Context: an optimization exercise on an open-source flow, tuned for small area and a short achievable clock period. The choices shown serve that exercise and are no tape-out recipe. At most, simulation tests tie the RTL to the original design; equivalence was not proved. Function not checked in runs 1 to 3: the RTL went through the layout flow alone. Power is estimated from default activity; no workload was simulated.

==> flow/design.v, too long to show whole: its modules and the start of the top module <==
// module barrel_shifter: 61 lines
// module alu_core: 102 lines
// module booth_step: 1016 lines
// module alu_block: 92 lines
// module mul_iter: 86 lines
// module apb_exec_regs: 172 lines
// module exec_top: 119 lines
module exec_top (
    input  logic                clk,
    input  logic                reset,
    input  logic                psel,
    input  logic                penable,
    input  logic                pwrite,
    input  exec_pkg::apb_addr_t paddr,
    input  exec_pkg::word_t     pwdata,
    output exec_pkg::word_t     prdata,
    output logic                pready,
    output logic                pslverr
);
  // ...
==> flow/flow/run.sh <==
#!/bin/bash
set -o pipefail
export SETUP_SLACK_MARGIN=6.5
export BUFFER_PORTS_ARGS="-buffer_cell sky130_fd_sc_hd__buf_4"
bash standard.sh > standard.log 2>&1
==> flow/standard.sh <==
#!/bin/bash
# synth_recipe.tcl (not shown) runs the flow's synth.tcl, then flattens the netlist and writes it again
# the make line also repeats each setting of config.mk as NAME=value (left out here)
make -C /OpenROAD-flow-scripts/flow DESIGN_CONFIG=/design/flow/config.mk WORK_HOME=/design/flow/orfs CLKGATE_MAP_FILE= SYNTH_SCRIPT=/design/flow/synth_recipe.tcl "${@:-finish}"
==> flow/config.mk <==
export PLATFORM = sky130hd
export DESIGN_NAME = exec_top
export DESIGN_NICKNAME = exec_top
export VERILOG_FILES = /design/flow/design.v
export SDC_FILE = /design/flow/constraint.sdc
export NUM_CORES = 4
export LEC_CHECK = 0
export CAP_MARGIN = 20
export CORE_MARGIN = 2
export CORE_UTILIZATION = 30
export PLACE_DENSITY = 0.5
export SLEW_MARGIN = 20
==> flow/constraint.sdc <==
create_clock -name core_clock -period 10.0 [get_ports {clk}]
set_input_delay 2.0000 -clock core_clock [delete_from_list [all_inputs] [get_ports {clk}]]
set_output_delay 2.0000 -clock core_clock [all_outputs]
set_load 0.01 [all_outputs]
==> flow_summary.ini, run 1 <==
[pwr]
p_clk_mw = 2.35
maxPowerGroup = clock
switchingPower_mw = 1.16
internal_power_mw = 3.31
pg_comb_mw = 0.152

[global_route]
grt_use_met1 = 0.404
grt_max_degree = 132

[setup_path]
rrSetupSlack_ns = 6.05
arrival_ns = 4.44
crit_path_start = regs_i.a[1]
reg2reg_depth = 15
critical_path_class = reg -> reg

[clock_network]
cts_buffer_depth = 3
clkTransAtPathRegs_ns = 0.07
hold_buffers = 0
tritoncts.num_buffers = 60

[floorplan]
top_level_ports = 79
die_h_um = 400
die_width_um = 400

[sta]
finalClockSkew_ns = 0.0926
hold_viol = 0
maxSlewHeadroom = 0.246

[layout]
multi_input_area_share = 0.633
multi_input_gates = 4287
fin_cells = 7712
seq_cells = 491
regArea_um2 = 10200

[job]
cap_violations = 0

[synth]
ys_types = 79
seq_area_frac_synth = 0.212
syn-cell-area_um2 = 47100
synth-edff-count = 17
syn_inst = 5710
synthSimpleGateAreaFrac = 0.132

[run_status]
status = no timing/DRC/antenna violations

[worst_hold_path]
holdCritPathClass = reg -> reg

[placement]
place_area_um2 = 49400
==> run 2: changes to the inputs <==
--- a/flow/config.mk
+++ b/flow/config.mk
@@ -6,4 +6,5 @@
 export NUM_CORES = 4
 export LEC_CHECK = 0
+export ABC_AREA = 1
 export CAP_MARGIN = 20
 export CORE_MARGIN = 2
==> flow_summary.ini, run 2 <==
[synth]
synth_top_family_by_area = simple AND/OR/NAND/NOR gates
avgSynthCellArea_um2 = 6.96
synth_area_leader_cell = dfxtp_1
synth_area_leaders = dfxtp_1, fa_1, nand2_1, inv_1, o21ai_0
synth-xor-area-share = 0.0538
synth_flop_cell = dfxtp_1
yosysMostFrequentCell = nand2_1
syn-cell-area_um2 = 48200
syn_inst = 6925
synth_compound_area_frac = 0.194
synth_common_cells = nand2_1, inv_1, o21ai_0
synth-edff-count = 17
ys_ff_latch = 491
synthSimpleGateAreaFrac = 0.223
synthAdderAreaFrac = 0.204
synthMuxAreaShare = 0.000623
seq_area_frac_synth = 0.207
synth_top_area_share = 0.197
ys_warn_count = 4
ys_types = 77
syn_nets = 7529
postSynth.asyncResetShare = 0

[sta]
hold_viol = 0
rsz0062_at_grt = yes
clock.fmax_ghz = 0.279
period_share = 0.358
fin_tns_setup_ns = 0
fin_crit_ns = 3.58
timing.hold.ws_ns = 0.512
setup_viol = 0
slew_violations = 0
tightest_slew_ns = 1.17
finalClockSkew_ns = 0.0660
maxSlewHeadroom = 0.217

[global_route]
grtUsageTotal = 0.316
antenna_found_initial = 12
grt_pass1_wl_um = 371000
grt_overflow = 0
grt_pass1_vias = 48300
grt_max_degree = 100

[floorplan]
initial_core_util = 0.301
core_um2 = 160000
top_level_ports = 79
die_h_um = 405
die-area_um2 = 164000
die_width_um = 405
rows = 147

[setup_path]
critical_path_class = in -> reg
crit_slowest_cell = a221oi_2
crit_family = compound AO/OA/AOI/OAI gates
r2r_start = mul_i.neg[4]
cp.buffers_inverters = 5
crit_fanout = 16
cp-start-kind = input port
crit_chain = buf_4 -> inv_1 -> nand3_1 -> nor2_2 -> inv_2 -> nor2_4 -> buf_4 -> clkbuf_16 -> a221oi_2 -> nand2_1 -> a21oi_1 -> nand3_1
reg2reg_to = mul_i.st_c[36]
reg2reg_depth = 11
rrSetupSlack_ns = 6.44
cpPeakStageDelay_ns = 0.45
critPathRequiredTime_ns = 10.48
critPathCaptureType = flop
arrival_ns = 4.06

[worst_hold_path]
hold_depth = 2
holdCritPathClass = reg -> reg
min-delay-start = regs_i.b[5]
holdPathEnd = regs_i.b[5]

[clock_network]
tritoncts.num_buffers = 66
htreeDepth = 3
worstSkewPairLatency_ns = 0.71
clkTransAtPathRegs_ns = 0.07
cts_sinks = 491
cts_tree = yes
cts_buffer_depth = 3
clock-root-buffer = clkbuf_16

[drt]
routed_wl_um = 272000
drtPass1Iterations = 7
antenna_left = 0
drtIter0Drc = 7311
post_drt_wl_per_cell_um = 30.0
num_vias = 52400
vias_per_cell = 5.78
drc = 0

[layout]
fin_cells = 9064
final_common_cell = nand2_1
utilization = 0.352
nets = 7519
syn2layout_area_growth_pct = 17.0
final_cell_mix = nand2_1, inv_1, o21ai_0
top_regs = mul_i.st_c (64), mul_i.st_s (64)
final_layout_size_suffix_gt1_frac = 0.122

[placement]
dp_cells = 8781
hpwlAfterDp_um = 201000
port_buffers = 77
place_congestion = 0.973

[pwr]
leakage_nw = 25.5
ir_worst_vdd_uv = 105
total_power_mw = 4.72
powerDensity_nw_per_um2 = 83.8

[job]
cap_violations = 0

[run_status]
status = no timing/DRC/antenna violations
[run 2: timing repair]
action                                  CTS  global route
hold buffers                              0             0
endpoints found under the setup margin  311           211
gates cloned                              8            17
gates resized for setup                 241           301
buffers inserted                         45            81
pin swaps                                10            70
[run 2: metrics by stage]
stage | instance area (um^2) | setup WS (ns)
after floorplan | 48200 | 6.16
final | 56400 | 6.42
after global placement | 50400 | 5.05
after CTS | 54200 | 6.34
after global routing | 56400 | 6.38
after detailed placement | 50400 | 5.02
[run 2: area by class of cell]
class / instances / area, um^2
inverter: 1006 / 4070
clock buffer: 87 / 1860
clock inverter: 34 / 474
timing repair inverter: 3 / 23.8
fill: 17100 / 104000
tap: 2086 / 2610
multi-input combinational: 5015 / 33500
antenna: 10 / 25.0
timing repair buffer: 332 / 3710
sequential: 491 / 10100
[run 2: how the worst max path moves through the flow]
stage                 start                end  slack [ns]  depth (start not counted)
5_1_grt        mul_i.one[4]     mul_i.st_c[26]        6.38                         12
2_1_floorplan    pwdata[20]    regs_i.sh_rr[4]        6.16                         13
4_1_cts            mul_i.ph     mul_i.st_c[36]        6.34                         13
6_report           paddr[7]  regs_i.prdata[10]        6.42                         12
3_5_place_dp       paddr[7]       mul_i.one[1]        5.02                         15
3_3_place_gp       paddr[7]       mul_i.one[3]        5.05                         15
[run 2: cell families after synthesis]
| group | Yosys count |
|---|---|
| compound gates | 1656 |
| xor+xnor | 296 |
| fa+ha+maj | 559 |
| buf+inv | 1421 |
| flops | 491 |
| mux | 3 |
| other cells | 1 |
| simple gates | 2498 |
[run 2: power by group]
| part | internal [mW] | total, mW | switching [mW] |
|---|---|---|---|
| sequential | 1.96 | 1.97 | 0.00223 |
| clock | 1.49 | 2.61 | 1.11 |
| combinational | 0.0376 | 0.150 | 0.113 |
[run 2: layer usage]
| layer | GRT usage | part of all wire | up-vias |
|---|---|---|---|
| met2 | 0.468 | 0.42 | 3586 |
| met4 | 0.195 | 0.074 | 4 |
| met3 | 0.0692 | 0.11 | 723 |
| met1 | 0.418 | 0.40 | 25300 |
| li1 | - | - | 22800 |
| met5 | 0 | 0.000084 | - |
[run 2: tightest hold or removal path: stages (launching register included)]
cell     delay, ns
dfxtp_1       0.32
inv_1         0.08
a21oi_1       0.06
==> module alu_core, before the edit <==
module alu_core (
    input  logic [31:0] x,         
    input  logic [31:0] y,         
    input  logic        cin,
    input  logic [31:0] lo,        
    input  logic        shc,       
    input  logic [21:0] cmd,
    input  logic [31:0] a,
    input  logic [3:0]  flags_in,  
    output logic [31:0] res1,
    output logic [31:0] res2,
    output logic [3:0]  flags_out
);
    logic [2:0]  alu_op;
    logic [1:0]  res_sel;
    logic        mul_en;
    logic [2:0]  mul_op;
    logic        set_flags;
    logic [32:0] sum;
    logic [31:0] alu_res;
    logic        arith;
    assign alu_op    = cmd[9:7];
    assign res_sel   = cmd[6:5];
    assign mul_en    = cmd[4];
    assign mul_op    = cmd[3:1];
    assign set_flags = cmd[0];
    assign sum = {1'b0, x} + {1'b0, y} + {32'd0, cin};
    always_comb begin
        unique case (alu_op)
            3'd3:    alu_res = x & y;
            3'd4:    alu_res = x | y;
            3'd5:    alu_res = x ^ y;
            default: alu_res = sum[31:0];
        endcase
    end
    always_comb begin
        if (mul_en) begin
            res2 = lo;
            if (mul_op == 3'd0 || mul_op == 3'd1) begin
                res1 = lo;
            end else if (mul_op == 3'd6 || mul_op == 3'd7) begin
                res1 = 32'd0;
            end else begin
                res1 = sum[31:0];
            end
        end else begin
            res2 = alu_res;
            unique case (res_sel)
                2'd1:    res1 = y;
                2'd2:    res1 = a;
                default: res1 = alu_res;
            endcase
        end
    end
    assign arith = alu_op == 3'd0 || alu_op == 3'd1 || alu_op == 3'd2;
    logic [31:0] p;
    logic [31:0] k;
    logic        z_sum;
    logic        z_res1;
    assign p     = x ^ y;
    assign k     = {x[30:0] | y[30:0], cin};
    assign z_sum = (p ^ k) == 32'd0;
    always_comb begin
        if (mul_en) begin
            if (mul_op == 3'd0 || mul_op == 3'd1) begin
                z_res1 = lo == 32'd0;
            end else if (mul_op == 3'd6 || mul_op == 3'd7) begin
                z_res1 = 1'b1;
            end else begin
                z_res1 = z_sum;
            end
        end else begin
            unique case (res_sel)
                2'd1:    z_res1 = y == 32'd0;
                2'd2:    z_res1 = a == 32'd0;
                default: begin
                    unique case (alu_op)
                        3'd3:    z_res1 = (x & y) == 32'd0;
                        3'd4:    z_res1 = (x | y) == 32'd0;
                        3'd5:    z_res1 = p == 32'd0;
                        default: z_res1 = z_sum;
                    endcase
                end
            endcase
        end
    end
    always_comb begin
        flags_out = flags_in;
        if (set_flags) begin
            flags_out[3] = res1[31];
            flags_out[2] = z_res1;
            if (!mul_en) begin
                if (res_sel == 2'd0 && arith) begin
                    flags_out[1] = sum[32];
                    flags_out[0] = (x[31] == y[31]) && (sum[31] != x[31]);
                end else begin
                    flags_out[1] = shc;
                end
            end
        end
    end
endmodule
==> module alu_block, before the edit <==
module alu_block (
    input  logic [31:0] a,
    input  logic [31:0] b,
    input  logic [31:0] s,
    input  logic [31:0] d,
    input  logic [31:0] imm,
    input  logic [21:0] cmd,
    input  logic        c_flag,
    input  logic [63:0] st_s,      
    input  logic [63:0] st_c,
    input  logic [4:0]  sh_rr,
    input  logic [4:0]  sh_n5,
    input  logic        sh_pt,
    input  logic        sh_rrx,
    input  logic        sh_big,
    input  logic        sh_gt32,
    input  logic        m_signed,  
    input  logic        m_acc_lo,
    input  logic        m_acc_hi,
    output logic [31:0] f1_x,      
    output logic [31:0] f1_y,      
    output logic [31:0] f1_lo,     
    output logic        f1_cin,    
    output logic        f1_shc     
);
    logic [1:0]  kind;
    logic        use_imm;
    logic        swap;
    logic        invert;
    logic [2:0]  alu_op;
    logic        mul_en;
    logic [31:0] shifted;
    logic [31:0] bop;
    logic [31:0] x;
    logic [31:0] y0;
    logic [31:0] y;
    logic        alu_cin;
    assign kind    = cmd[21:20];
    assign use_imm = cmd[12];
    assign swap    = cmd[11];
    assign invert  = cmd[10];
    assign alu_op  = cmd[9:7];
    assign mul_en  = cmd[4];
    barrel_shifter shifter_i (
        .value     (b),
        .rr        (sh_rr),
        .n5        (sh_n5),
        .kind      (kind),
        .pt        (sh_pt),
        .rrx       (sh_rrx),
        .big       (sh_big),
        .gt32      (sh_gt32),
        .carry_in  (c_flag),
        .shifted   (shifted),
        .carry_out (f1_shc)
    );
    assign bop     = use_imm ? imm : shifted;
    assign x       = swap ? bop : a;
    assign y0      = swap ? a : bop;
    assign y       = invert ? ~y0 : y0;
    assign alu_cin = (alu_op == 3'd1) || (alu_op == 3'd2 && c_flag);
    logic        is_signed;
    logic [63:0] acc;
    logic [31:0] corr;
    logic [31:0] l_s, l_m;
    logic [32:0] lo_sum;
    logic [31:0] h_a, h_b, h_c;
    logic [31:0] h1_s, h1_m;
    logic [31:0] h1_cr;
    logic [31:0] h2_s, h2_m;
    assign is_signed = m_signed;
    assign acc       = {d & {32{m_acc_hi}}, 32'd0};
    assign corr = is_signed ? ~(b[31] ? s : 32'd0) : (s[31] ? b : 32'd0);
    logic [32:0] lo_sum_a, lo_sum_n;
    assign l_s      = st_s[31:0] ^ st_c[31:0] ^ a;
    assign l_m      = (st_s[31:0] & st_c[31:0]) | (st_s[31:0] & a) | (st_c[31:0] & a);
    assign lo_sum_a = {1'b0, l_s} + {1'b0, l_m[30:0], 1'b0};
    assign lo_sum_n = {1'b0, st_s[31:0]} + {1'b0, st_c[31:0]};
    assign lo_sum   = m_acc_lo ? lo_sum_a : lo_sum_n;
    assign h_a   = st_s[63:32];
    assign h_b   = st_c[63:32];
    assign h_c   = acc[63:32];
    assign h1_s  = h_a ^ h_b ^ h_c;
    assign h1_m  = (h_a & h_b) | (h_a & h_c) | (h_b & h_c);
    assign h1_cr = {h1_m[30:0], l_m[31] && m_acc_lo};
    assign h2_s  = h1_s ^ h1_cr ^ corr;
    assign h2_m  = (h1_s & h1_cr) | (h1_s & corr) | (h1_cr & corr);
    assign f1_lo  = lo_sum[31:0];
    assign f1_x   = mul_en ? h2_s : x;
    assign f1_y   = mul_en ? {h2_m[30:0], is_signed} : y;
    assign f1_cin = mul_en ? lo_sum[32] : alu_cin;
endmodule
==> run 3: changes to the inputs <==
--- a/flow/design.v
+++ b/flow/design.v
@@ -100,5 +100,11 @@
     assign mul_op    = cmd[3:1];
     assign set_flags = cmd[0];
-    assign sum = {1'b0, x} + {1'b0, y} + {32'd0, cin};
+    add32 add_i (
+        .a  (x),
+        .b  (y),
+        .ci (cin),
+        .s  (sum[31:0]),
+        .co (sum[32])
+    );
     always_comb begin
         unique case (alu_op)
@@ -176,4 +182,34 @@
     end
 endmodule
+module add32 (
+    input  logic [31:0] a,
+    input  logic [31:0] b,
+    input  logic        ci,
+    output logic [31:0] s,
+    output logic        co
+);
+    logic [31:0] p;
+    logic [31:0] g [0:5];
+    logic [31:0] t [0:5];
+    assign p = a ^ b;
+    always_comb begin
+        g[0]    = a & b;
+        t[0]    = p;
+        g[0][0] = (a[0] & b[0]) | (p[0] & ci);
+        for (int l = 0; l < 5; l++) begin
+            for (int i = 0; i < 32; i++) begin
+                if (((i >> l) & 1) == 1) begin
+                    g[l + 1][i] = g[l][i] | (t[l][i] & g[l][((i >> l) << l) - 1]);
+                    t[l + 1][i] = t[l][i] & t[l][((i >> l) << l) - 1];
+                end else begin
+                    g[l + 1][i] = g[l][i];
+                    t[l + 1][i] = t[l][i];
+                end
+            end
+        end
+    end
+    assign s  = p ^ {g[5][30:0], ci};
+    assign co = g[5][31];
+endmodule
 module booth_step (
     input  logic [31:0] b,
@@ -1268,6 +1304,18 @@
     assign l_s      = st_s[31:0] ^ st_c[31:0] ^ a;
     assign l_m      = (st_s[31:0] & st_c[31:0]) | (st_s[31:0] & a) | (st_c[31:0] & a);
-    assign lo_sum_a = {1'b0, l_s} + {1'b0, l_m[30:0], 1'b0};
-    assign lo_sum_n = {1'b0, st_s[31:0]} + {1'b0, st_c[31:0]};
+    add32 add_a_i (
+        .a  (l_s),
+        .b  ({l_m[30:0], 1'b0}),
+        .ci (1'b0),
+        .s  (lo_sum_a[31:0]),
+        .co (lo_sum_a[32])
+    );
+    add32 add_n_i (
+        .a  (st_s[31:0]),
+        .b  (st_c[31:0]),
+        .ci (1'b0),
+        .s  (lo_sum_n[31:0]),
+        .co (lo_sum_n[32])
+    );
     assign lo_sum   = m_acc_lo ? lo_sum_a : lo_sum_n;
     assign h_a   = st_s[63:32];
--- a/flow/config.mk
+++ b/flow/config.mk
@@ -6,5 +6,4 @@
 export NUM_CORES = 4
 export LEC_CHECK = 0
-export ABC_AREA = 1
 export CAP_MARGIN = 20
 export CORE_MARGIN = 2
==> flow_summary.ini, run 3 <==
[run_status]
status = no timing/DRC/antenna violations

[layout]
final_cell_mix = nand2_1, a21oi_1, inv_1
final_layout_size_suffix_gt1_frac = 0.173
top_regs = mul_i.st_c (64), mul_i.st_s (64)
nFillCells = 15600
nets = 6017
final_common_cell = nand2_1
syn2layout_area_growth_pct = 20.4

[synth]
syn_inst = 5453
ys_types = 86
synth_common_cells = nand2_1, dfxtp_1, a21oi_1
synth_flop_cell = dfxtp_1
synthSimpleGateAreaFrac = 0.126
postSynth.asyncResetShare = 0
avgSynthCellArea_um2 = 8.40
synthAdderAreaFrac = 0.219
synthMuxAreaShare = 0.0571
synth_compound_area_frac = 0.233
synth_top_area_share = 0.207
seq_area_frac_synth = 0.218
syn-cell-area_um2 = 45800
synth_area_leader_cell = dfxtp_1
synth-xor-area-share = 0.0696
synth_area_leaders = dfxtp_1, fa_1, nand2_1, a22oi_1, xnor2_1
ys_ff_latch = 491
yosysMostFrequentCell = nand2_1
ys_warn_count = 7
synth-edff-count = 17
syn_nets = 6067
synth_top_family_by_area = compound AO/OA/AOI/OAI gates

[setup_path]
critical_path_class = reg -> reg
crit_path_start = regs_i.op_y[0]
reg2reg_to = regs_i.prdata[8]
arrival_ns = 4.43
crit_fanout = 4
r2r_start = regs_i.op_y[0]
reg2reg_depth = 16
critPathCaptureType = flop
cp-start-kind = flop
critPathRequiredTime_ns = 10.50
rrSetupSlack_ns = 6.07

[pwr]
ir_worst_vdd_uv = 115
total_power_mw = 4.67
powerDensity_nw_per_um2 = 84.7
leakage_nw = 21.2

[worst_hold_path]
holdPathEnd = regs_i.cmd[13]
hold_depth = 2
min-delay-start = regs_i.cmd[13]
holdCritPathClass = reg -> reg

[sta]
fin_crit_ns = 3.93
period_share = 0.393
maxSlewHeadroom = 0.250
clock.fmax_ghz = 0.254
hold_viol = 0
fin_tns_setup_ns = 0
setup_viol = 0
slew_violations = 0
finalClockSkew_ns = 0.0563
rsz0062_at_grt = yes
tightest_slew_ns = 1.12

[global_route]
grt_pass1_wl_um = 327000
grt_pass1_vias = 41500
grt_max_degree = 100
antenna_found_initial = 13
grt_overflow = 0
grtUsageTotal = 0.291

[clock_network]
tritoncts.num_buffers = 66
cts_sinks = 491
clkTransAtPathRegs_ns = 0.06
htreeDepth = 3
hold_buffers = 0
clock-root-buffer = clkbuf_16
cts_tree = yes
cts_buffer_depth = 3
worstSkewPairLatency_ns = 0.69

[drt]
post_drt_wl_per_cell_um = 32.9
drc = 0
drtPass1Iterations = 11
num_vias = 45100
routed_wl_um = 246000
drtIter0Drc = 6404
antenna_left = 0
vias_per_cell = 6.02

[floorplan]
die-area_um2 = 156000
core_um2 = 152000
die_width_um = 395
initial_core_util = 0.302
top_level_ports = 79
rows = 143
die_h_um = 395

[job]
cap_violations = 0

[placement]
place_congestion = 1.00
port_buffers = 77
hpwlAfterDp_um = 166000
## run 3: cell count changes after synthesis, sizes merged, moves of 170 or more
cell	delta
xor2	-183
nand2	-655
o21ai	-430
a22oi	+334
clkbuf	+170
xnor2	+251
o22ai	-338
nand3	-507
inv	-566
## run 3: routing by layer
layer / GRT usage / vias up / wire length (um)
met4: 0.185 / 4 / 21700
met3: 0.0738 / 682 / 29200
met2: 0.419 / 3127 / 101000
met1: 0.387 / 22200 / 94700
li1: - / 19100 / -
met5: 0 / - / 24
## run 3: how the worst max path moves through the flow
stage	end	slack (ns)	cells after the start
2_1_floorplan	regs_i.sh_rr[2]	6.30	13
3_3_place_gp	regs_i.sh_rr[0]	4.83	6
3_5_place_dp	regs_i.sh_rr[1]	4.78	6
4_1_cts	regs_i.prdata[16]	6.10	18
5_1_grt	regs_i.prdata[16]	5.89	18
6_report	regs_i.prdata[8]	6.07	16
## run 3: kinds of logic (layout without fill, tap and decap cells)
family          count (synthesis)  in the layout
xor+xnor                      364            364
buf+inv                       922            924
flops                         491            491
simple gates                 1314           1316
other cells                     1              3
compound gates               1590           1590
fa+ha+maj                     569            569
mux                           202            202
## run 3: cell type report
class,instances,area (um^2),area share
antenna,2,5.00,0.0000908
clock buffer,95,1850,0.0336
clock inverter,27,422,0.00765
inverter,419,1640,0.0298
multi-input combinational,4042,34000,0.617
sequential,491,10200,0.185
tap,2030,2540,0.0461
timing repair buffer,383,4430,0.0803
## run 3: worst max-delay path, stage by stage (launching register included)
cell and delay, ns:
dfxtp_4 0.36, fa_2 0.20, inv_2 0.04, fa_2 0.42
nor2b_4 0.16, o31ai_4 0.08, a21o_4 0.25, buf_4 0.14
fa_1 0.69, a22oi_1 0.13, o21ai_1 0.42, a21oi_1 0.13
o21ai_0 0.17, nor2_1 0.06, a21oi_1 0.22, mux2_2 0.19
o21ai_1 0.10
## run 3: power by group
group	switching [mW]	internal [mW]	total, mW
Sequential	0.00245	1.96	1.96
Clock	1.08	1.49	2.57
Combinational	0.103	0.0361	0.139
Total	1.18	3.49	4.67
## run 3: stage by stage
stage | instances | util | area, um^2 | hold WS (ns) | worst slack (ns)
final | 7489 | 0.363 | 55100 | 0.457 | 6.07
after global routing | 7488 | 0.363 | 55100 | 0.491 | 5.89
after CTS | 7365 | 0.344 | 52100 | 0.458 | 6.10
after detailed placement | 7195 | 0.318 | 48200 | 0.447 | 4.78
after global placement | 7195 | 0.318 | 48200 | 0.443 | 4.83
after floorplan | 5453 | - | 46100 | 0.433 | 6.30
## run 3: what timing repair did
| action | in CTS | in global routing |
|---|---|---|
| buffers inserted | 43 | 98 |
| pin swaps | 33 | 105 |
| resized for setup | 282 | 367 |
| setup endpoints to repair | 363 | 245 |
| gates cloned | 5 | 24 |
| endpoints found under the hold margin | 0 | 0 |
==> run 4: changes to the inputs <==
--- a/flow/design.v
+++ b/flow/design.v
@@ -107,31 +107,40 @@
         .co (sum[32])
     );
+    logic [31:0] logic_res;
+    logic [31:0] other;
+    logic        use_sum;
+    logic        logic_op;
+    assign logic_op = alu_op == 3'd3 || alu_op == 3'd4 || alu_op == 3'd5;
     always_comb begin
         unique case (alu_op)
-            3'd3:    alu_res = x & y;
-            3'd4:    alu_res = x | y;
-            3'd5:    alu_res = x ^ y;
-            default: alu_res = sum[31:0];
+            3'd3:    logic_res = x & y;
+            3'd4:    logic_res = x | y;
+            default: logic_res = x ^ y;
         endcase
     end
     always_comb begin
         if (mul_en) begin
-            res2 = lo;
-            if (mul_op == 3'd0 || mul_op == 3'd1) begin
-                res1 = lo;
-            end else if (mul_op == 3'd6 || mul_op == 3'd7) begin
-                res1 = 32'd0;
-            end else begin
-                res1 = sum[31:0];
-            end
+            use_sum = mul_op != 3'd0 && mul_op != 3'd1 && mul_op != 3'd6 && mul_op != 3'd7;
+            other   = (mul_op == 3'd0 || mul_op == 3'd1) ? lo : 32'd0;
         end else begin
-            res2 = alu_res;
             unique case (res_sel)
-                2'd1:    res1 = y;
-                2'd2:    res1 = a;
-                default: res1 = alu_res;
+                2'd1: begin
+                    use_sum = 1'b0;
+                    other   = y;
+                end
+                2'd2: begin
+                    use_sum = 1'b0;
+                    other   = a;
+                end
+                default: begin
+                    use_sum = !logic_op;
+                    other   = logic_res;
+                end
             endcase
         end
     end
+    assign alu_res = logic_op ? logic_res : sum[31:0];
+    assign res1    = use_sum ? sum[31:0] : other;
+    assign res2    = mul_en ? lo : alu_res;
     assign arith = alu_op == 3'd0 || alu_op == 3'd1 || alu_op == 3'd2;
     logic [31:0] p;
@@ -139,31 +148,8 @@
     logic        z_sum;
     logic        z_res1;
-    assign p     = x ^ y;
-    assign k     = {x[30:0] | y[30:0], cin};
-    assign z_sum = (p ^ k) == 32'd0;
-    always_comb begin
-        if (mul_en) begin
-            if (mul_op == 3'd0 || mul_op == 3'd1) begin
-                z_res1 = lo == 32'd0;
-            end else if (mul_op == 3'd6 || mul_op == 3'd7) begin
-                z_res1 = 1'b1;
-            end else begin
-                z_res1 = z_sum;
-            end
-        end else begin
-            unique case (res_sel)
-                2'd1:    z_res1 = y == 32'd0;
-                2'd2:    z_res1 = a == 32'd0;
-                default: begin
-                    unique case (alu_op)
-                        3'd3:    z_res1 = (x & y) == 32'd0;
-                        3'd4:    z_res1 = (x | y) == 32'd0;
-                        3'd5:    z_res1 = p == 32'd0;
-                        default: z_res1 = z_sum;
-                    endcase
-                end
-            endcase
-        end
-    end
+    assign p      = x ^ y;
+    assign k      = {x[30:0] | y[30:0], cin};
+    assign z_sum  = (p ^ k) == 32'd0;
+    assign z_res1 = use_sum ? z_sum : other == 32'd0;
     always_comb begin
         flags_out = flags_in;
@@ -1299,24 +1285,15 @@
     logic [31:0] h2_s, h2_m;
     assign is_signed = m_signed;
-    assign acc       = {d & {32{m_acc_hi}}, 32'd0};
+    assign acc       = {d & {32{m_acc_hi}}, a & {32{m_acc_lo}}};
     assign corr = is_signed ? ~(b[31] ? s : 32'd0) : (s[31] ? b : 32'd0);
-    logic [32:0] lo_sum_a, lo_sum_n;
-    assign l_s      = st_s[31:0] ^ st_c[31:0] ^ a;
-    assign l_m      = (st_s[31:0] & st_c[31:0]) | (st_s[31:0] & a) | (st_c[31:0] & a);
-    add32 add_a_i (
+    assign l_s = st_s[31:0] ^ st_c[31:0] ^ acc[31:0];
+    assign l_m = (st_s[31:0] & st_c[31:0]) | (st_s[31:0] & acc[31:0]) | (st_c[31:0] & acc[31:0]);
+    add32 add_lo_i (
         .a  (l_s),
         .b  ({l_m[30:0], 1'b0}),
         .ci (1'b0),
-        .s  (lo_sum_a[31:0]),
-        .co (lo_sum_a[32])
-    );
-    add32 add_n_i (
-        .a  (st_s[31:0]),
-        .b  (st_c[31:0]),
-        .ci (1'b0),
-        .s  (lo_sum_n[31:0]),
-        .co (lo_sum_n[32])
+        .s  (lo_sum[31:0]),
+        .co (lo_sum[32])
     );
-    assign lo_sum   = m_acc_lo ? lo_sum_a : lo_sum_n;
     assign h_a   = st_s[63:32];
     assign h_b   = st_c[63:32];
@@ -1324,5 +1301,5 @@
     assign h1_s  = h_a ^ h_b ^ h_c;
     assign h1_m  = (h_a & h_b) | (h_a & h_c) | (h_b & h_c);
-    assign h1_cr = {h1_m[30:0], l_m[31] && m_acc_lo};
+    assign h1_cr = {h1_m[30:0], l_m[31]};
     assign h2_s  = h1_s ^ h1_cr ^ corr;
     assign h2_m  = (h1_s & h1_cr) | (h1_s & corr) | (h1_cr & corr);
==> flow_summary.ini, run 4 <==
[synth]
syn-cell-area_um2 = 44000
synth-xor-area-share = 0.0678
ys_warn_count = 7
synthSimpleGateAreaFrac = 0.124
syn_inst = 5210
ys_types = 87
synth_top_family_by_area = compound AO/OA/AOI/OAI gates
synth_flop_cell = dfxtp_1
synth_common_cells = nand2_1, dfxtp_1, clkbuf_1
yosysMostFrequentCell = nand2_1
seq_area_frac_synth = 0.227
synth_compound_area_frac = 0.229
synth_area_leader_cell = dfxtp_1
postSynth.asyncResetShare = 0
synth_area_leaders = dfxtp_1, fa_1, nand2_1, xnor2_1, a22oi_1
syn_nets = 5789
ys_ff_latch = 491
avgSynthCellArea_um2 = 8.45
synthAdderAreaFrac = 0.217
synth-edff-count = 17
synthMuxAreaShare = 0.0561
synth_top_area_share = 0.216

[drt]
wl_met3_um = 30300
drc = 0
top_layer = met5
antenna_left = 0
num_vias = 43500
routed_wl_um = 236000
drtPass1Iterations = 7
vias_per_cell = 6.09
post_drt_wl_per_cell_um = 33.1
drtIter0Drc = 6576
dr_wl_met2_um = 97400
met1_length_um = 92300

[setup_path]
reg2reg_depth = 17
crit_chain = buf_6 -> buf_12 -> and2_4 -> fa_1 -> ha_4 -> a211oi_4 -> o21ai_2 -> a221oi_2 -> buf_4 -> o311ai_4 -> a31oi_1 -> buf_4 -> o41ai_4 -> a21oi_2 -> o21bai_2 -> a21o_4 -> a22o_1
cpPeakStageDelay_ns = 0.55
cp-start-kind = flop
reg2reg_to = regs_i.op_cin
crit_slowest_cell = fa_1
critPathCaptureType = flop
path_common_cell = buf_4
r2r_start = regs_i.m_acc_lo
critPathRequiredTime_ns = 10.58
rrSetupSlack_ns = 6.10
crit_fanout = 16
critical_path_class = reg -> reg
arrival_ns = 4.47

[clock_network]
cts_buffer_depth = 3
cts_tree = yes
cts_sinks = 491
htreeDepth = 3
clkTransAtPathRegs_ns = 0.06
tritoncts.num_buffers = 69
hold_buffers = 0
worstSkewPairLatency_ns = 0.71
clock-root-buffer = clkbuf_16

[worst_hold_path]
holdCritPathClass = reg -> reg
min-delay-start = regs_i.cmd[14]
hold_depth = 2
holdPathEnd = regs_i.cmd[14]

[layout]
final_layout_size_suffix_gt1_frac = 0.185
final_cell_mix = nand2_1, dfxtp_1, inv_1
nFillCells = 14800
syn2layout_area_growth_pct = 21.4
top_regs = mul_i.st_c (64), mul_i.st_s (64)
final_common_cell = nand2_1
utilization = 0.367
nets = 5749

[floorplan]
initial_core_util = 0.302
top_level_ports = 79
core_um2 = 146000
rows = 140
die-area_um2 = 150000
die_h_um = 387
die_width_um = 387

[sta]
clock.fmax_ghz = 0.257
finalClockSkew_ns = 0.0565
setup_viol = 0
maxSlewHeadroom = 0.201
rsz0062_at_grt = yes
hold_viol = 0
tightest_slew_ns = 1.20
fin_tns_setup_ns = 0
timing.hold.ws_ns = 0.464
slew_violations = 0
fin_crit_ns = 3.90
period_share = 0.390

[global_route]
grt_pass1_vias = 40300
antenna_found_initial = 5
grtUsageTotal = 0.299
grt_max_degree = 184
grt_overflow = 0
grt_pass1_wl_um = 321000

[pwr]
total_power_mw = 4.72
ir_worst_vdd_uv = 124
leakage_nw = 20.7
powerDensity_nw_per_um2 = 88.4

[placement]
hpwlAfterDp_um = 156000
port_buffers = 77
place_congestion = 0.976

[job]
cap_violations = 0

[run_status]
status = no timing/DRC/antenna violations
==> run 4: cell count changes in the layout (fill, tap and decap cells not counted), moves of 24 or more <==
cell	before	now
and2_1	45	75
nand2_1	706	635
nor2_1	238	274
xnor2_1	255	231
mux4_2	16	48
ha_1	156	126
o221ai_1	32	2
a221o_1	21	65
a22oi_1	316	270
dfxtp_2	51	22
dfxtp_1	383	420
nand4_1	35	10
nor4_1	44	8
a21oi_1	410	381
==> run 4: critical path: cells and delay by family (launching register included) <==
family | cells | cell delay, ns
buffers and inverters | 4 | 0.65
AO/OA/AOI/OAI | 10 | 1.77
AND/OR/NAND/NOR | 1 | 0.18
adder cells (fa/ha/maj) | 2 | 0.78
flip-flops | 1 | 0.38
==> run 4: cells by family (layout without fill, tap and decap cells) <==
logic type                 after synthesis  in the layout
AOI/OAI and AO/OA                     1489           1490
xor gates and xnor gates               341            341
adders and majority gates              534            534
buffers and inverters                  919            923
DFF                                    491            491
muxes                                  182            182
other                                    1              4
and+or+nand+nor                       1253           1259
==> run 4: cell type report <==
| cell class | count | area, um^2 | area share |
|---|---|---|---|
| Multi-Input combinational cell | 3807 | 32500 | 0.607 |
| Sequential cell | 491 | 10100 | 0.190 |
| Timing Repair Buffer | 387 | 4470 | 0.0837 |
| Tap cell | 1917 | 2400 | 0.0449 |
| Clock buffer | 92 | 1930 | 0.0362 |
| Inverter | 414 | 1630 | 0.0305 |
| Clock inverter | 30 | 400 | 0.00749 |
| Antenna cell | 3 | 7.51 | 0.000140 |
==> run 4: how the worst max path moves through the flow <==
stage                        end  slack (ns)  cells past startpoint             from
3_3_place_gp    regs_i.prdata[2]        4.81                      9         paddr[2]
5_1_grt            regs_i.op_cin        6.02                     16  regs_i.m_acc_lo
2_1_floorplan    regs_i.sh_rr[2]        6.27                     13       pwdata[16]
4_1_cts          regs_i.res2[31]        6.14                     17  regs_i.m_acc_lo
3_5_place_dp   regs_i.prdata[21]        4.79                      9         paddr[5]
6_report           regs_i.op_cin        6.10                     17  regs_i.m_acc_lo
==> run 4: power by group <==
part,switching [mW],internal (mW)
combinational,0.108,0.0367
clock,1.11,1.51
sequential,0.00269,1.96
total,1.22,3.50
==> run 4: what timing repair did <==
item,4_1_cts,5_1_grt
gates cloned,15,15
pin swaps,74,107
setup buffers,86,89
gates resized for setup,327,250
endpoints found under the setup margin,358,207
==> run 4: layer usage <==
layer / vias up / track usage
li1: 18000 / -
met1: 21700 / 0.399
met2: 3119 / 0.426
met3: 638 / 0.0866
met4: 2 / 0.175
met5: - / 0
==> run 4: through the flow <==
stage | worst slack (ns) | cell area (um^2) | cells
finish | 6.10 | 53400 | 7141
global route | 6.02 | 53400 | 7138
CTS | 6.14 | 51300 | 7034
detailed placement | 4.79 | 46300 | 6811
global placement | 4.81 | 46300 | 6810
floorplan | 6.27 | 44500 | 5210
==> run 5: changes to the inputs <==
--- a/flow/config.mk
+++ b/flow/config.mk
@@ -11,2 +11,3 @@
 export PLACE_DENSITY = 0.5
 export SLEW_MARGIN = 20
+export TNS_END_PERCENT = 5
==> flow_summary.ini, run 5 <==
[run_status]
status = no timing/DRC/antenna violations

[clock_network]
htreeDepth = 3
cts_buffer_depth = 3
clkTransAtPathRegs_ns = 0.06
hold_buffers = 0
cts_sinks = 491
worstSkewPairLatency_ns = 0.68
cts_tree = yes
tritoncts.num_buffers = 67
clock-root-buffer = clkbuf_16

[synth]
synth_top_area_share = 0.216
syn_inst = 5210
synth-edff-count = 17
avgSynthCellArea_um2 = 8.45
syn-cell-area_um2 = 44000
synth_flop_cell = dfxtp_1
synth_area_leader_cell = dfxtp_1
ys_ff_latch = 491
synth_common_cells = nand2_1, dfxtp_1, clkbuf_1
synth_area_leaders = dfxtp_1, fa_1, nand2_1, xnor2_1, a22oi_1
ys_types = 87
seq_area_frac_synth = 0.227
ys_warn_count = 7
postSynth.asyncResetShare = 0
syn_nets = 5789
yosysMostFrequentCell = nand2_1

[sta]
fin_tns_setup_ns = 0
hold_viol = 0
clock.fmax_ghz = 0.260
maxSlewHeadroom = 0.219
finalClockSkew_ns = 0.0476
tightest_slew_ns = 1.17
rsz0062_at_grt = yes
setup_viol = 0
fin_crit_ns = 3.85
slew_violations = 0
period_share = 0.385

[setup_path]
crit_fanout = 5
arrival_ns = 4.45
critPathCaptureType = flop
crit_slowest_cell = fa_1
crit_chain = buf_6 -> buf_12 -> and2_1 -> fa_1 -> ha_4 -> o211ai_1 -> a21oi_4 -> a221oi_4 -> o21bai_2 -> a21oi_2 -> o221a_2 -> fa_2 -> and2_4 -> a211oi_2
critical_path_class = reg -> reg
cpPeakStageDelay_ns = 0.59
critPathRequiredTime_ns = 10.59
cp-start-kind = flop

[drt]
num_vias = 42500
routed_wl_um = 231000
drtPass1Iterations = 8
post_drt_wl_per_cell_um = 32.8
vias_per_cell = 6.04
antenna_left = 0
drc = 0
drtIter0Drc = 6796

[placement]
port_buffers = 77
place_congestion = 0.993
dp_cells = 6822
hpwlAfterDp_um = 160000

[layout]
fin_cells = 7033
top_regs = mul_i.st_c (64), mul_i.st_s (64)
nFillCells = 15000
syn2layout_area_growth_pct = 15.6
final_layout_size_suffix_gt1_frac = 0.139
nets = 5636
final_common_cell = nand2_1
utilization = 0.349
final_cell_mix = nand2_1, dfxtp_1, a21oi_1

[global_route]
grt_pass1_wl_um = 319000
grt_max_degree = 88
antenna_found_initial = 12
grt_overflow = 0
grtUsageTotal = 0.297
grt_pass1_vias = 39700

[pwr]
leakage_nw = 19.6
powerDensity_nw_per_um2 = 92.6
swShare = 0.251
switchingPower_mw = 1.18
pwr-share-seq = 0.417
ir_worst_vdd_uv = 104
total_power_mw = 4.71
internal_power_mw = 3.53
clkPwrFrac = 0.554
power.share.combinational = 0.029

[floorplan]
die_h_um = 387
die-area_um2 = 150000
rows = 140
top_level_ports = 79
initial_core_util = 0.302
die_width_um = 387
core_um2 = 146000

[job]
cap_violations = 0

[worst_hold_path]
holdCritPathClass = reg -> reg
-- run 5: critical path: cells and delay by family, from the launching register on --
family | cells | cell delay [ns]
buffers and inverters | 2 | 0.29
AND/OR/NAND/NOR | 2 | 0.37
flip-flops | 1 | 0.43
adder cells (fa/ha/maj) | 3 | 1.26
AO/OA/AOI/OAI | 7 | 1.42
-- run 5: layout make-up --
class	instances	area (um^2)	share of cell area
clock inverter	22	322	0.00632
timing repair buffer	280	2840	0.0558
clock buffer	99	2010	0.0395
multi-input combinational	3803	31600	0.621
inverter	414	1610	0.0316
tap	1917	2400	0.0471
antenna	7	17.5	0.000344
sequential	491	10100	0.198
-- run 5: through the flow --
stage	worst slack, ns	hold WS (ns)	area [um^2]
2_1_floorplan	6.27	0.433	44300
3_3_place_gp	4.91	0.447	46300
5_1_grt	6.02	0.487	50900
4_1_cts	6.22	0.470	50400
6_report	6.15	0.472	50900
3_5_place_dp	4.88	0.456	46300
-- run 5: cell families (layout without fill, tap and decap cells) --
| logic type | after synthesis | count (layout) | synth area share |
|---|---|---|---|
| DFF | 491 | 491 | 0.227 |
| xor gates and xnor gates | 341 | 341 | 0.0678 |
| AOI/OAI and AO/OA | 1489 | 1490 | 0.229 |
| adders and majority gates | 534 | 534 | 0.217 |
| buffers and inverters | 919 | 815 | 0.0788 |
| muxes | 182 | 182 | 0.0561 |
| and+or+nand+nor | 1253 | 1255 | 0.124 |
| other | 1 | 8 | 0.0000852 |
-- run 5: what timing repair did --
action / CTS / global route
buffers inserted: 47 / 18
pin swaps: 69 / 16
gates cloned: 12 / 6
endpoints found under the setup margin: 414 / 366
hold endpoints to repair: 0 / 0
resized for setup: 266 / 58
-- run 5: power groups by stage --
stage	clock network (mW)	logic, mW	registers (mW)
final	2.61	0.139	1.97
after global routing	2.69	0.142	1.96
after CTS	2.62	0.130	1.97
after detailed placement	0	0.126	2.01
after global placement	0	0.125	2.01
after floorplan	0	0.0589	2.01
-- run 5: metal layers --
layer / vias up / GRT usage / share of wire
met1: 21100 / 0.401 / 0.40
met2: 3003 / 0.425 / 0.41
li1: 17800 / - / -
met4: 16 / 0.157 / 0.060
met5: - / 0 / 0.00062
met3: 524 / 0.0851 / 0.13
-- run 5: final timing paths --
check                       start              end  slack [ns]  depth (start not counted)
setup / recovery  regs_i.m_acc_lo  regs_i.res2[16]        6.15                         14
hold / removal      regs_i.cmd[1]    regs_i.cmd[1]        0.47                          2
setup reg to reg  regs_i.m_acc_lo  regs_i.res2[16]        6.15                         14
hold reg to reg     regs_i.cmd[1]    regs_i.cmd[1]        0.47                          2
==> run 6: changes to the inputs <==
--- a/flow/config.mk
+++ b/flow/config.mk
@@ -6,4 +6,5 @@
 export NUM_CORES = 4
 export LEC_CHECK = 0
+export ABC_AREA = 1
 export CAP_MARGIN = 20
 export CORE_MARGIN = 2
==> flow_summary.ini, run 6 <==
[sta]
fin_tns_setup_ns = 0
hold_viol = 0
clock.fmax_ghz = 0.270
rsz0062_at_grt = yes
finalClockSkew_ns = 0.0304
fin_crit_ns = 3.70
slew_violations = 0
maxSlewHeadroom = 0.274
setup_viol = 0
period_share = 0.370
tightest_slew_ns = 1.08

[synth]
seq_area_frac_synth = 0.223
synth_top_area_share = 0.212
syn_inst = 6329
postSynth.asyncResetShare = 0
synth_flop_cell = dfxtp_1
synth_area_leader_cell = dfxtp_1
synth_area_leaders = dfxtp_1, fa_1, nand2_1, inv_1, nand3_1
ys_types = 64
syn-cell-area_um2 = 44800
ys_ff_latch = 491
syn_nets = 6908
avgSynthCellArea_um2 = 7.09
synth-edff-count = 17
ys_warn_count = 7
yosysMostFrequentCell = nand2_1
synth_common_cells = nand2_1, inv_1, nand3_1

[setup_path]
critPathRequiredTime_ns = 10.58
reg2reg_depth = 11
crit_fanout = 26
critPathCaptureType = flop
critical_path_class = reg -> reg
arrival_ns = 4.28
crit_slowest_cell = fa_1
crit_path_start = mul_i.neg[2]
cp-start-kind = flop
cpPeakStageDelay_ns = 0.55
crit_chain = clkbuf_8 -> inv_4 -> nand2_1 -> fa_1 -> fa_1 -> inv_1 -> fa_1 -> inv_1 -> fa_2 -> inv_1 -> ha_1
r2r_start = mul_i.neg[2]
reg2reg_to = mul_i.st_s[37]
rrSetupSlack_ns = 6.30

[floorplan]
die-area_um2 = 153000
top_level_ports = 79
initial_core_util = 0.303
die_h_um = 391
core_um2 = 148000
rows = 141
die_width_um = 391

[pwr]
ir_worst_vdd_uv = 101
leakage_nw = 23.9
powerDensity_nw_per_um2 = 89.2

[global_route]
grtUsageTotal = 0.322
grt_pass1_vias = 44300
grt_overflow = 0
grt_max_degree = 87
antenna_found_initial = 15
grt_pass1_wl_um = 349000

[placement]
place_congestion = 1.01
port_buffers = 77
dp_cells = 8032
hpwlAfterDp_um = 185000

[clock_network]
htreeDepth = 3
tritoncts.num_buffers = 68
cts_sinks = 491
cts_tree = yes
worstSkewPairLatency_ns = 0.71
cts_buffer_depth = 3
clock-root-buffer = clkbuf_16
clkTransAtPathRegs_ns = 0.06

[worst_hold_path]
min-delay-start = regs_i.b[28]
hold_depth = 2
holdCritPathClass = reg -> reg
holdPathEnd = regs_i.b[28]

[drt]
vias_per_cell = 5.83
antenna_left = 0
drtIter0Drc = 7388
drc = 0
routed_wl_um = 256000
post_drt_wl_per_cell_um = 30.8
num_vias = 48300
drtPass1Iterations = 6

[layout]
utilization = 0.353
final_common_cell = nand2_1
fin_cells = 8299
final_layout_size_suffix_gt1_frac = 0.110
nFillCells = 15800
nets = 6890
top_regs = mul_i.st_c (64), mul_i.st_s (64)
syn2layout_area_growth_pct = 16.5
final_cell_mix = nand2_1, inv_1, nand3_1

[run_status]
status = no timing/DRC/antenna violations

[job]
cap_violations = 0
-- run 6: timing repair --
action / 4_1_cts / 5_1_grt
endpoints found under the setup margin: 352 / 315
cloned: 12 / 18
pin swaps: 7 / 51
buffers inserted: 47 / 61
gates resized for setup: 233 / 208
hold buffers: 0 / 0
-- run 6: final cells by class --
type                            count  area (um^2)  area share
Antenna cell                        9         22.5    0.000431
Clock buffer                       98         1970      0.0376
Clock inverter                     21          300     0.00575
Inverter                          909         3660      0.0700
Multi-Input combinational cell   4519        30500       0.583
Sequential cell                   491        10100       0.193
Tap cell                         1930         2410      0.0462
Timing Repair Buffer              316         3280      0.0627
Timing Repair inverter              6         43.8    0.000838
-- run 6: metrics by stage --
step / instance area [um^2] / setup WS (ns) / power, mW / hold WS (ns)
after floorplan: 44900 / 6.13 / 2.06 / 0.456
after global placement: 47100 / 4.76 / 2.14 / 0.494
after detailed placement: 47100 / 4.73 / 2.14 / 0.499
after CTS: 50800 / 6.19 / 4.65 / 0.512
after global routing: 52200 / 6.25 / 4.74 / 0.519
final: 52200 / 6.30 / 4.66 / 0.516
-- run 6: worst max path at each step --
stage                            endpoint  depth (start not counted)
after floorplan           regs_i.sh_rr[1]                         13
after global placement       mul_i.one[2]                         10
after detailed placement     mul_i.one[4]                         10
after CTS                  mul_i.st_c[38]                         13
after global routing       mul_i.st_s[37]                         13
final                      mul_i.st_s[37]                         11
-- run 6: cells by family (layout without fill, tap and decap cells) --
| logic type | after synthesis | after routing | synth area share |
|---|---|---|---|
| compound gates | 1401 | 1402 | 0.176 |
| xor+xnor | 292 | 292 | 0.0570 |
| fa+ha+maj | 534 | 534 | 0.213 |
| buf+inv | 1325 | 1350 | 0.113 |
| flops | 491 | 491 | 0.223 |
| other cells | 1 | 10 | 0.0000836 |
| simple gates | 2285 | 2290 | 0.217 |
-- run 6: metal layers --
metal,share of wire,vias up,global-route usage
met5,0.00042,-,0
met3,0.13,744,0.0916
met1,0.40,23400,0.433
li1,-,20700,-
met4,0.070,16,0.175
met2,0.41,3469,0.461
-- run 6: where the power goes --
part | switching (mW) | internal, mW | total [mW]
clock | 1.11 | 1.44 | 2.55
combinational | 0.110 | 0.0337 | 0.144
sequential | 0.00228 | 1.97 | 1.97
total | 1.22 | 3.44 | 4.66
-- run 6: critical path: cells and delay by family (launching register included) --
| family | cells | cell delay (ns) |
|---|---|---|
| adders and majority gates | 5 | 2.30 |
| DFF | 1 | 0.31 |
| buffers and inverters | 5 | 0.75 |
| and+or+nand+nor | 1 | 0.12 |
==> run 7: changes to the inputs <==
==> flow/flow/run.sh (replaced) <==
#!/bin/bash
set -o pipefail
export SETUP_SLACK_MARGIN=6.8
export BUFFER_PORTS_ARGS="-buffer_cell sky130_fd_sc_hd__buf_4"
bash standard.sh > standard.log 2>&1
==> flow_summary.ini, run 7 <==
[run_status]
status = no timing/DRC/antenna violations

[setup_path]
critPathRequiredTime_ns = 10.49
crit_slowest_cell = a221oi_2
crit_chain = buf_4 -> inv_1 -> nand2_2 -> nor2_2 -> nand2_1 -> buf_6 -> clkinvlp_4 -> nand2_1 -> nand2_1 -> a221oi_2 -> nand3_1
r2r_start = mul_i.p1
critical_path_class = in -> reg
arrival_ns = 4.10
path_common_cell = nand2_1
reg2reg_to = mul_i.st_s[37]
crit_fanout = 23
reg2reg_depth = 13
cpPeakStageDelay_ns = 0.49
cp-start-kind = input port
cp.buffers_inverters = 4
crit_family = simple AND/OR/NAND/NOR gates
critPathCaptureType = flop
rrSetupSlack_ns = 6.41

[synth]
synth_area_leaders = dfxtp_1, fa_1, nand2_1, inv_1, nand3_1
syn-cell-area_um2 = 44800
ys_warn_count = 7
syn_inst = 6329
synth-edff-count = 17
ys_ff_latch = 491
seq_area_frac_synth = 0.223
synth_top_area_share = 0.212
synth_area_leader_cell = dfxtp_1
yosysMostFrequentCell = nand2_1
syn_nets = 6908
synth_common_cells = nand2_1, inv_1, nand3_1
synth_flop_cell = dfxtp_1
avgSynthCellArea_um2 = 7.09
postSynth.asyncResetShare = 0
ys_types = 64

[drt]
vias_per_cell = 5.84
post_drt_wl_per_cell_um = 30.8
drtPass1Iterations = 8
antenna_left = 0
num_vias = 48900
routed_wl_um = 258000
drc = 0
drtIter0Drc = 7253

[global_route]
grtUsageTotal = 0.324
grt_max_degree = 103
grt_overflow = 0
grt_pass1_wl_um = 351000
antenna_found_initial = 17
grt_pass1_vias = 44700

[pwr]
powerDensity_nw_per_um2 = 88.2
leakage_nw = 24.5
ir_worst_vdd_uv = 113

[placement]
place_congestion = 1.03
dp_cells = 8042
hpwlAfterDp_um = 186000
port_buffers = 77

[layout]
syn2layout_area_growth_pct = 20.5
top_regs = mul_i.st_c (64), mul_i.st_s (64)
nets = 6955
final_cell_mix = nand2_1, inv_1, nand3_1
final_common_cell = nand2_1
fin_cells = 8367
final_layout_size_suffix_gt1_frac = 0.145

[clock_network]
htreeDepth = 3
clkTransAtPathRegs_ns = 0.06
tritoncts.num_buffers = 67
cts_sinks = 491
cts_tree = yes
clock-root-buffer = clkbuf_16
worstSkewPairLatency_ns = 0.69
cts_buffer_depth = 3

[sta]
period_share = 0.361
clock.fmax_ghz = 0.277
tightest_slew_ns = 1.03
fin_crit_ns = 3.61
setup_viol = 0
hold_viol = 0
rsz0062_at_grt = yes
slew_violations = 0
finalClockSkew_ns = 0.0321
fin_tns_setup_ns = 0
maxSlewHeadroom = 0.304

[floorplan]
initial_core_util = 0.303
top_level_ports = 79
rows = 141
core_um2 = 148000
die-area_um2 = 153000
die_width_um = 391
die_h_um = 391

[job]
cap_violations = 0

[worst_hold_path]
hold_depth = 2
min-delay-start = regs_i.s[31]
holdCritPathClass = reg -> reg
holdPathEnd = regs_i.s[31]
[run 7: changes by cell type in the layout (fill, tap and decap cells not counted), moves of 11 or more]
cell,previous run,this run
inv_1,816,791
fa_1,361,347
o21ai_0,487,471
a21oi_1,363,352
ha_4,5,23
nand2_1,1242,1223
ha_1,144,124
buf_12,25,37
inv_2,19,46
fa_2,22,36
o22ai_1,305,291
buf_4,230,269
nand2_2,9,22
[run 7: worst register-to-register path, cell delays in order (launching register included)]
cell     delay, ns
dfxtp_4       0.35
buf_12        0.14
buf_4         0.18
a21oi_2       0.32
o21ai_2       0.16
fa_1          0.54
inv_1         0.07
fa_1          0.37
inv_1         0.12
fa_1          0.44
inv_2         0.06
fa_2          0.46
inv_2         0.09
ha_4          0.19
[run 7: cell type report]
class,instances,area [um^2]
antenna,7,17.5
clock buffer,95,2010
clock inverter,28,354
fill,15600,94000
inverter,909,3690
multi-input combinational,4521,31400
sequential,491,10100
tap,1930,2410
timing repair buffer,375,3990
timing repair inverter,11,75.1
[run 7: stage by stage]
step	total power [mW]	instance area (um^2)	worst slack (ns)	utilization	hold WS (ns)
floorplan	2.07	44900	6.13	-	0.456
global placement	2.14	47200	4.69	0.319	0.483
detailed placement	2.14	47200	4.69	0.319	0.497
CTS	4.76	51600	6.42	0.349	0.507
global route	4.86	54000	6.38	0.365	0.543
finish	4.77	54100	6.39	0.365	0.513
[run 7: logic make-up (layout without fill, tap and decap cells)]
group,count (synthesis),in the layout,synth area share
buf+inv,1325,1418,0.113
other cells,1,8,0.0000836
xor+xnor,292,292,0.0570
flops,491,491,0.223
simple gates,2285,2292,0.217
compound gates,1401,1402,0.176
fa+ha+maj,534,534,0.213
[run 7: what timing repair did]
action | CTS | global route
gates cloned | 25 | 16
pin swaps | 35 | 102
gates resized for setup | 308 | 386
hold buffers | 0 | 0
setup buffers | 74 | 80
setup endpoints to repair | 462 | 437
[run 7: worst max path at each step]
stage	from	end	slack [ns]	cells after the start
floorplan	pwdata[20]	regs_i.sh_rr[1]	6.13	13
global placement	penable	mul_i.one[0]	4.69	10
detailed placement	penable	mul_i.one[2]	4.69	10
CTS	mul_i.p1	mul_i.st_c[38]	6.42	13
global route	regs_i.b[31]	mul_i.st_s[37]	6.38	13
finish	paddr[4]	regs_i.prdata[19]	6.39	11
[run 7: metal layers]
layer  part of all wire  wire length (um)  track usage  vias to the layer above
met2               0.41            105000        0.460                     3525
met4              0.073             18900        0.189                       12
met3               0.12             31400       0.0821                      715
met1               0.40            103000        0.442                    23800
met5            0.00034                87            0                        -
li1                   -                 -            -                    20800
[run 7: power breakdown]
group / switching (mW) / leakage [nW] / total (mW) / internal, mW
combinational: 0.118 / 19.3 / 0.160 / 0.0421
sequential: 0.00228 / 4.00 / 1.97 / 1.96
clock: 1.08 / 1.17 / 2.64 / 1.56
total: 1.20 / 24.5 / 4.77 / 3.57
==> run 8: changes to the inputs <==
==> flow/flow/run.sh (replaced) <==
#!/bin/bash
set -o pipefail
export SETUP_SLACK_MARGIN=6.5
export BUFFER_PORTS_ARGS="-buffer_cell sky130_fd_sc_hd__buf_4"
bash standard.sh > standard.log 2>&1
--- a/flow/config.mk
+++ b/flow/config.mk
@@ -12,3 +12,2 @@
 export PLACE_DENSITY = 0.5
 export SLEW_MARGIN = 20
-export TNS_END_PERCENT = 5
==> flow_summary.ini, run 8 <==
[placement]
port_buffers = 77
place_area_um2 = 47200
hpwlAfterDp_um = 189000
place_congestion = 1.04

[run_status]
status = no timing/DRC/antenna violations

[layout]
final_layout_size_suffix_gt1_frac = 0.139
nets = 6950
final_common_cell = nand2_1
top_regs = mul_i.st_c (64), mul_i.st_s (64)
nFillCells = 15700
design_area_um2 = 53500
multi_input_area_um2 = 31000
final_cell_mix = nand2_1, inv_1, nand3_1
regArea_um2 = 10100
syn2layout_area_growth_pct = 19.3

[synth]
ys_warn_count = 7
synth_area_leader_cell = dfxtp_1
syn_nets = 6908
seq_area_frac_synth = 0.223
yosysMostFrequentCell = nand2_1
syn-cell-area_um2 = 44800
synth_area_leaders = dfxtp_1, fa_1, nand2_1, inv_1, nand3_1
syn_inst = 6329
synth_common_cells = nand2_1, inv_1, nand3_1
avgSynthCellArea_um2 = 7.09
synth_top_area_share = 0.212
ys_types = 64
synth-edff-count = 17
synth_flop_cell = dfxtp_1
ys_ff_latch = 491
postSynth.asyncResetShare = 0

[clock_network]
clkTransAtPathRegs_ns = 0.06
cts_buffer_depth = 3
clock-root-buffer = clkbuf_16
tritoncts.num_buffers = 67
hold_buffers = 0
cts_tree = yes
htreeDepth = 3
cts_sinks = 491
worstSkewPairLatency_ns = 0.69

[floorplan]
top_level_ports = 79
die-area_um2 = 153000
initial_core_util = 0.303
die_h_um = 391
rows = 141
die_width_um = 391
core_um2 = 148000

[sta]
fin_tns_setup_ns = 0
period_share = 0.364
rsz0062_at_grt = yes
clock.fmax_ghz = 0.275
hold_viol = 0
finalClockSkew_ns = 0.0383
tightest_slew_ns = 1.05
fin_crit_ns = 3.64
setup_viol = 0
slew_violations = 0
maxSlewHeadroom = 0.296

[pwr]
total_power_mw = 4.70
leakage_nw = 24.3
powerDensity_nw_per_um2 = 87.9
ir_worst_vdd_uv = 107

[global_route]
antenna_found_initial = 15
grt_pass1_vias = 45000
grtUsageTotal = 0.332
grt_overflow = 0
grt_max_degree = 88
grt_pass1_wl_um = 358000

[worst_hold_path]
holdCritPathClass = reg -> reg

[drt]
drc = 0
num_vias = 48500
drtIter0Drc = 6997
vias_per_cell = 5.81
drtPass1Iterations = 8
routed_wl_um = 262000
post_drt_wl_per_cell_um = 31.3
antenna_left = 0

[setup_path]
crit_fanout = 4
rrSetupSlack_ns = 6.36
critPathCaptureType = flop
critical_path_class = reg -> reg
crit_path_start = mul_i.p1
reg2reg_depth = 13
cp-start-kind = flop
crit_end = mul_i.st_c[36]
critPathRequiredTime_ns = 10.57
r2r_start = mul_i.p1
arrival_ns = 4.20
reg2reg_to = mul_i.st_c[36]

[job]
cap_violations = 0
==> run 8: cell counts after synthesis <==
No cell type changed its count.
==> run 8: timing repair <==
action                     4_1_cts  5_1_grt
resized for setup              430      209
pin swaps                       65       88
gates cloned                    20       12
setup endpoints to repair      366      272
buffers inserted               119       41
==> run 8: power by group <==
part	internal, mW	total [mW]	switching [mW]
Combinational	0.0387	0.150	0.112
Clock	1.51	2.58	1.08
Sequential	1.96	1.97	0.00235
==> run 8: logic make-up after synthesis <==
kind of cell / synth area share
AO/OA/AOI/OAI: 0.176
XOR/XNOR: 0.0570
adder cells (fa/ha/maj): 0.213
buffers and inverters: 0.113
flip-flops: 0.223
other: 0.0000836
AND/OR/NAND/NOR: 0.217
==> run 8: layout make-up <==
class	instances	share of cell area
clock inverter	30	0.00669
timing repair buffer	377	0.0741
timing repair inverter	9	0.00112
inverter	909	0.0690
antenna	6	0.000281
clock buffer	92	0.0358
tap	1930	0.0452
multi-input combinational	4516	0.579
sequential	491	0.189
==> run 8: per-layer routing <==
metal,vias up,wire (um),GRT usage
met3,749,33600,0.104
li1,20800,-,-
met5,-,133,0
met2,3435,104000,0.464
met1,23500,103000,0.442
met4,16,21100,0.205
==> run 8: how the worst min path moves through the flow <==
| stage | depth (start not counted) | end | from |
|---|---|---|---|
| 6_report | 2 | regs_i.b[24] | regs_i.b[24] |
| 5_1_grt | 2 | regs_i.b[24] | regs_i.b[24] |
| 4_1_cts | 2 | regs_i.b[24] | regs_i.b[24] |
| 3_5_place_dp | 2 | regs_i.cmd[8] | regs_i.cmd[8] |
| 3_3_place_gp | 2 | regs_i.b[24] | regs_i.b[24] |
| 2_1_floorplan | 2 | regs_i.prdata[19] | regs_i.cmd[19] |
==> run 8: critical path, stage by stage (launching register included) <==
cell and delay (ns):
dfxtp_4 0.36, buf_12 0.14, buf_12 0.14, nor2_4 0.21
nor2_2 0.08, fa_1 0.60, inv_2 0.07, fa_2 0.57
inv_2 0.04, fa_1 0.47, inv_1 0.05, fa_2 0.33
inv_2 0.06, fa_2 0.41
==> run 8: through the flow <==
| step | utilization | instances | hold slack [ns] | setup WS, ns |
|---|---|---|---|---|
| 4_1_cts | 0.353 | 8301 | 0.489 | 6.31 |
| 3_5_place_dp | 0.319 | 8040 | 0.506 | 4.69 |
| 6_report | 0.361 | 8360 | 0.498 | 6.36 |
| 2_1_floorplan | - | 6329 | 0.456 | 6.13 |
| 5_1_grt | 0.361 | 8355 | 0.527 | 6.32 |
| 3_3_place_gp | 0.319 | 8040 | 0.501 | 4.68 |
==> run 9: changes to the inputs <==
--- a/flow/config.mk
+++ b/flow/config.mk
@@ -9,5 +9,6 @@
 export CAP_MARGIN = 20
 export CORE_MARGIN = 2
-export CORE_UTILIZATION = 30
-export PLACE_DENSITY = 0.5
+export CORE_UTILIZATION = 40
+export PLACE_DENSITY = 0.6
 export SLEW_MARGIN = 20
+export TNS_END_PERCENT = 5
==> flow_summary.ini, run 9 <==
[synth]
synth_common_cells = nand2_1, inv_1, nand3_1
synth_area_leaders = dfxtp_1, fa_1, nand2_1, inv_1, nand3_1
seq_area_frac_synth = 0.223
ys_ff_latch = 491
ys_types = 64
ys_warn_count = 7
avgSynthCellArea_um2 = 7.09
yosysMostFrequentCell = nand2_1
synth-edff-count = 17
syn_nets = 6908
synth_area_leader_cell = dfxtp_1
syn_inst = 6329
synth_top_area_share = 0.212
postSynth.asyncResetShare = 0
syn-cell-area_um2 = 44800
synth_flop_cell = dfxtp_1

[global_route]
grt_max_degree = 94
grtUsageTotal = 0.402
antenna_found_initial = 17
grt_pass1_wl_um = 332000
grt_overflow = 0
grt_pass1_vias = 44100

[placement]
place_congestion = 1.04
port_buffers = 77
hpwlAfterDp_um = 177000

[sta]
maxSlewHeadroom = 0.237
clock.fmax_ghz = 0.267
period_share = 0.374
slew_violations = 0
setup_viol = 0
fin_crit_ns = 3.74
rsz0062_at_grt = yes
hold_viol = 0
fin_tns_setup_ns = 0
finalClockSkew_ns = 0.0361
tightest_slew_ns = 1.14

[pwr]
internal_power_mw = 3.47
swShare = 0.249
power.share.combinational = 0.030
clkPwrFrac = 0.544
ir_worst_vdd_uv = 149
pwr-share-seq = 0.426
switchingPower_mw = 1.15
leakage_nw = 23.5
powerDensity_nw_per_um2 = 91.3

[clock_network]
cts_sinks = 491
cts_tree = yes
clock-root-buffer = clkbuf_16
worstSkewPairLatency_ns = 0.71
tritoncts.num_buffers = 61
hold_buffers = 0
clkTransAtPathRegs_ns = 0.06
cts_buffer_depth = 3
htreeDepth = 2

[drt]
drtIter0Drc = 7792
drc = 0
vias_per_cell = 6.16
antenna_left = 0
routed_wl_um = 239000
wl_met3_um = 33600
dr_wl_met2_um = 94900
top_layer = met5
met1_length_um = 91900
drtPass1Iterations = 10
num_vias = 48000
post_drt_wl_per_cell_um = 30.7

[layout]
final_layout_size_suffix_gt1_frac = 0.0931
regArea_um2 = 10000
final_common_cell = nand2_1
nFillCells = 11500
final_cell_mix = nand2_1, inv_1, nand3_1
utilization = 0.456
multi_input_area_um2 = 30200
top_regs = mul_i.st_c (64), mul_i.st_s (64)
syn2layout_area_growth_pct = 12.8
nets = 6830

[setup_path]
path_common_cell = inv_1
critical_path_class = in -> reg
critPathRequiredTime_ns = 10.63
cp-start-kind = input port
cpPeakStageDelay_ns = 0.65
crit_slowest_cell = o21ai_0
cp.buffers_inverters = 6
crit_family = compound AO/OA/AOI/OAI gates
arrival_ns = 4.37
critPathCaptureType = flop
crit_fanout = 22
crit_chain = buf_4 -> inv_1 -> nand2_1 -> inv_1 -> nand3_1 -> nor3_4 -> buf_6 -> inv_1 -> buf_6 -> o21ai_0 -> o221ai_1 -> nand3_1

[floorplan]
die_width_um = 339
die_h_um = 339
die-area_um2 = 115000
rows = 122
top_level_ports = 79
initial_core_util = 0.404
core_um2 = 111000

[run_status]
status = no timing/DRC/antenna violations

[worst_hold_path]
holdCritPathClass = reg -> reg

[job]
cap_violations = 0
-- run 9: cell count changes in the layout (fill, tap and decap cells not counted), moves of 33 or more --
cell | previous run | this run
o22ai_1 | 287 | 320
fa_2 | 70 | 5
fa_1 | 313 | 378
inv_1 | 794 | 829
o21ai_0 | 472 | 509
buf_4 | 263 | 212
-- run 9: logic make-up (layout without fill, tap and decap cells) --
logic type | count (synthesis) | count (layout) | share of synthesized area
AOI/OAI and AO/OA | 1401 | 1401 | 0.176
xor gates and xnor gates | 292 | 292 | 0.0570
other | 1 | 4 | 0.0000836
buffers and inverters | 1325 | 1299 | 0.113
DFF | 491 | 491 | 0.223
adders and majority gates | 534 | 534 | 0.213
and+or+nand+nor | 2285 | 2285 | 0.217
-- run 9: cell type report --
class | count | share of cell area
Inverter | 909 | 0.0718
Clock buffer | 83 | 0.0354
Timing Repair Buffer | 270 | 0.0507
Antenna cell | 3 | 0.000148
Multi-Input combinational cell | 4513 | 0.597
Timing Repair inverter | 5 | 0.000693
Sequential cell | 491 | 0.199
Clock inverter | 32 | 0.00888
Tap cell | 1488 | 0.0368
-- run 9: layer usage --
| metal | up-vias | global-route usage |
|---|---|---|
| met5 | - | 0 |
| met2 | 3647 | 0.564 |
| met1 | 23000 | 0.538 |
| met4 | 8 | 0.241 |
| met3 | 780 | 0.123 |
| li1 | 20500 | - |
-- run 9: per-stage QoR --
step           instances  area [um^2]  worst slack (ns)  hold slack, ns  total power, mW
4_1_cts             7758        49800              6.23           0.496             4.61
5_1_grt             7792        50600              6.21           0.516             4.70
2_1_floorplan       6329        44900              6.13           0.456             2.06
6_report            7794        50600              6.26           0.497             4.62
3_5_place_dp        7584        46500              4.71           0.488             2.14
3_3_place_gp        7584        46500              4.70           0.479             2.14
-- run 9: timing repair --
action	in CTS	in global routing
gates resized for setup	162	106
endpoints found under the setup margin	299	296
cloned	8	8
setup buffers	51	25
hold endpoints to repair	0	0
pin swaps	5	19
-- run 9: path summary, 6_finish.rpt --
| kind | start | endpoint | slack, ns | cells after the start |
|---|---|---|---|---|
| min reg2reg | regs_i.s[31] | regs_i.s[31] | 0.50 | 2 |
| max | paddr[0] | regs_i.prdata[25] | 6.26 | 12 |
| min | regs_i.s[31] | regs_i.s[31] | 0.50 | 2 |
| max reg2reg | regs_i.cmd[7] | regs_i.prdata[2] | 6.32 | 18 |
-- run 9: power groups by stage --
stage	clock, mW	sequential, mW	combinational, mW
final	2.51	1.97	0.136
after global routing	2.59	1.97	0.139
after CTS	2.51	1.97	0.126
after global placement	0	2.01	0.125
after detailed placement	0	2.01	0.125
after floorplan	0	2.01	0.0520
-- run 9: tightest hold or removal path, stage by stage, from the launching register on --
cell	delay [ns]
dfxtp_1	0.31
nand2_1	0.08
a21oi_1	0.06

Check on run 9: ideal ports give 6.259 ns setup slack; a clkbuf_16 on the clock port and buf_2 on the inputs give 6.305 ns; moving port delays by the midpoint clock arrival (0.766 ns) as well gives 5.539 ns.
